Source: an optimization exercise on an open RTL-to-GDS flow (aim: small area, a short achievable clock period and few clock cycles). Production flows keep margins and buffers that such runs may drop. Function was checked by simulation only, so behaviour that the tests miss may differ from the original. Power is estimated from default activity; no workload was simulated.

==> v5: inputs <==
## duty_cycled_particle_averager
module duty_cycled_particle_averager
(
    input  wire logic        clk,
    input  wire logic        rst_n,
    input  wire logic        s_tvalid,
    output logic             s_tready,
    input  wire logic [87:0] s_tdata,
    output logic             m_tvalid,
    input  wire logic        m_tready,
    output logic      [63:0] m_tdata,
    input  wire logic        psel,
    input  wire logic        penable,
    input  wire logic        pwrite,
    input  wire logic [3:0]  paddr,
    input  wire logic [31:0] pwdata,
    output logic      [31:0] prdata,
    output logic             pready
);
    localparam int MW = dcpa_pkg::MassW;
    logic [dcpa_pkg::TimeW-1:0] wake_interval_reg;
    logic [dcpa_pkg::TimeW-1:0] warmup_delay_reg;
    logic [dcpa_pkg::TimeW-1:0] read_window_reg;
    logic [31:0]      prdata_reg;
    logic             pready_reg;
    logic [2:0]       wsel_reg;
    logic             accum;
    logic             div_step;
    logic             div_last;
    logic             enable;
    logic             published;
    logic [dcpa_pkg::CountW-1:0] count;
    logic [dcpa_pkg::CountW-1:0] divisor;
    logic [dcpa_pkg::CountW+1:0] divisor3;
    logic [MW-1:0]    mass_pm1;
    logic [MW-1:0]    mass_pm25;
    logic [MW-1:0]    mass_pm10;
    logic [MW-1:0]    avg_pm1;
    logic [MW-1:0]    avg_pm25;
    logic [MW-1:0]    avg_pm10;
    always_ff @(posedge clk or negedge rst_n)
    begin
        if (!rst_n)
        begin
            wake_interval_reg <= dcpa_pkg::WakeIntervalRst;
            warmup_delay_reg  <= dcpa_pkg::WarmupDelayRst;
            read_window_reg   <= dcpa_pkg::ReadWindowRst;
            pready_reg        <= 1'b0;
            wsel_reg          <= '0;
        end
        else
        begin
            pready_reg <= psel && penable && !pready_reg;
            wsel_reg   <= '0;
            if (psel && penable && pwrite && !pready_reg)
            begin
                case (paddr[3:2])
                    dcpa_pkg::RegWakeInterval: wsel_reg <= 3'b001;
                    dcpa_pkg::RegWarmupDelay:  wsel_reg <= 3'b010;
                    dcpa_pkg::RegReadWindow:   wsel_reg <= 3'b100;
                    default: ;
                endcase
            end
            if (wsel_reg[0])
            begin
                wake_interval_reg <= pwdata;
            end
            if (wsel_reg[1])
            begin
  ...
Settings: LEC_CHECK=0, CAP_MARGIN=20, CORE_MARGIN=2, CORE_UTILIZATION=60, SETUP_SLACK_MARGIN=4.3, SLEW_MARGIN=20; clock period 8.0 ns.
run.sh (not shown) runs the stock make flow with config.mk's settings and CLKGATE_MAP_FILE= SYNTH_SCRIPT=/design/flow/synth_recipe.tcl, a recipe that flattens the netlist after the stock synthesis.
==> inputs of v10, as changes to v5 <==
Settings changed: SETUP_SLACK_MARGIN 4.3 to 4.8.
==> comparison table <==
quantity	v5	v10
Outcome	complete, no violations	complete, no violations
Placed Cells	3783	3782
Fraction of layout cells with a size suffix above 1	15.0%	24.5%
Detailed-routed wire length on met3	7.11 mm	12.8 mm
Met1 global-route usage	48.8%	54.3%
Global-route usage over all layers	33.7%	38.8%
Via density per instance	6.22	6.65
Critical path launch point	s_tdata[2]	s_tdata[14]
HPWL after detailed placement	57.8 mm	57.5 mm
Routed wire length on met2	39.2 mm	46.7 mm
Wire length after detailed routing	88.0 mm	106 mm
Relative slew slack	32.9%	32.3%
IR Drop Worst-Case VDD	0.293 mV	0.313 mV
Delay contributed by the slowest stage of the critical path	330 ps	430 ps
Final Core Density	74.7%	81.7%
Routed metal-1 wirelength	39.3 mm	41.0 mm
Slew @ Worst Pin	992 ps	1000 ps
Clock buf count	69	66
Final worst slack	4130 ps	3970 ps
Layout area overhead	22.8%	34.4%
Overall Power	16400 uW	19000 uW
Fillers	3389	2810
Clock Latency Late Sink	620 ps	630 ps
Min Tclk post-route	3870 ps	4030 ps
Max Clk Rate	258 MHz	248 MHz
Number of vias in the routed layout	24700	27300
Number of buffers created by CTS	52	50
Testbench counts of v5, summed over its fixed seeds: cycles 9,553.
Testbench counts of v10, summed over its fixed seeds: cycles 9,553.

---

==> inputs of sierra <==
duty_cycled_particle_averager, a different RTL version from the one above (not shown whole).
==> flow/config.mk <==
export PLATFORM = sky130hd
export DESIGN_NAME = duty_cycled_particle_averager
export DESIGN_NICKNAME = duty_cycled_particle_averager
export VERILOG_FILES = /design/flow/design.v
export SDC_FILE = /design/flow/constraint.sdc
export NUM_CORES = 4
export LEC_CHECK = 0
export ABC_AREA = 1
export CAP_MARGIN = 20
export CORE_MARGIN = 2
export CORE_UTILIZATION = 60
export SETUP_SLACK_MARGIN = 4.3
export SLEW_MARGIN = 20
==> flow/constraint.sdc <==
create_clock -name core_clock -period 8.0 [get_ports {clk}]
set_input_delay 1.6000 -clock core_clock [delete_from_list [all_inputs] [get_ports {clk}]]
set_output_delay 1.6000 -clock core_clock [all_outputs]
set_load 0.01 [all_outputs]
standard.sh (not shown) runs the stock make flow with config.mk's settings and CLKGATE_MAP_FILE= SYNTH_SCRIPT=/design/flow/synth_recipe.tcl, a recipe that flattens the netlist after the stock synthesis.
==> flow/flow/run.sh <==
#!/bin/bash
# The standard layout (the standard.sh, all steps through finish), with
# the port buffers that placement inserts made of sky130_fd_sc_hd__buf_2
# cells instead of the buffer_ports default. Every port still gets its own
# buffer. make's full output goes to layout.log in the work folder; ORFS's
# per-step logs stay under orfs/logs/.
set -euo pipefail
bash standard.sh "BUFFER_PORTS_ARGS=-buffer_cell sky130_fd_sc_hd__buf_2" finish > layout.log 2>&1
==> willow (differences from sierra) <==
==> flow/run.sh (new file) <==
#!/bin/bash
# synth_recipe.tcl (not shown) runs the flow's synth.tcl, then flattens the netlist and writes it again
# the make line also repeats each setting of config.mk as NAME=value (left out here)
make -C /OpenROAD-flow-scripts/flow DESIGN_CONFIG=/design/flow/config.mk WORK_HOME=/design/flow/orfs CLKGATE_MAP_FILE= SYNTH_SCRIPT=/design/flow/synth_recipe.tcl finish
removed: flow/flow/run.sh
removed: flow/standard.sh
==> impl_metrics.json <==
{
  "run_status": "finished clean",
  "worst_ir_drop_vdd_v": 0.000298,
  "place_area_sq_um": 31200,
  "timing.critical_path.slowest_cell_delay_ns": 0.53,
  "comb_power_share": 0.570,
  "p_comb_mw": 9.02,
  "path_class": "reg -> reg",
  "cpMostUsedCell": "sky130_fd_sc_hd__nand2_1",
  "drt_first_iter_violations": 2217,
  "timing.critical_path.required_ns": 8.51,
  "via_count": 26600,
  "timing.critical_path.depth": 17
}
Source of the figures above: sierra

==> impl_metrics.json <==
{
  "comb_power_share": 0.574,
  "drt_first_iter_violations": 2484,
  "via_count": 26600,
  "run_status": "finished clean",
  "place_area_sq_um": 32200,
  "timing.critical_path.required_ns": 6.40,
  "path_class": "reg -> out",
  "timing.critical_path.depth": 1,
  "p_comb_mw": 9.23,
  "worst_ir_drop_vdd_v": 0.000385
}
Source of the figures above: willow

Testbench counts of sierra, summed over its fixed seeds: cycles 9,553.
Testbench counts of willow, summed over its fixed seeds: cycles 9,553.

## re-timing with driven ports
In the flow no input, the clock included, has a driving cell. The finished layouts below were timed again as built, in two steps. Step 1, drivers: a clkbuf_16 drives clk and a buf_2 each remaining input, both assumed. Step 2 moves the port delays by t, midway between the first and last clock arrival at a register: inputs arrive t later, outputs are due t later. That takes back most of the time a late clock gives input paths. a / b / c = no drivers / after step 1 / after step 2; a / b = the first two.
| run | t (ns) | setup slack, ns | worst register clock-pin slew, ns |
|---|---|---|---|
| v5 | 0.667 | 4.126 / 4.144 / 3.477 | 0.07 / 0.07 |
| v10 | 0.682 | 3.972 / 4.009 / 3.327 | 0.07 / 0.07 |
| sierra | 0.667 | 4.439 / 4.439 / 3.947 | 0.06 / 0.06 |
| willow | 0.671 | 4.391 / 4.330 / 3.781 | 0.07 / 0.07 |
After both steps setup and hold are still met in every run listed. The setup slack of v5, which loses most, moves by +0.018 ns with the drivers and by -0.649 ns with both steps.
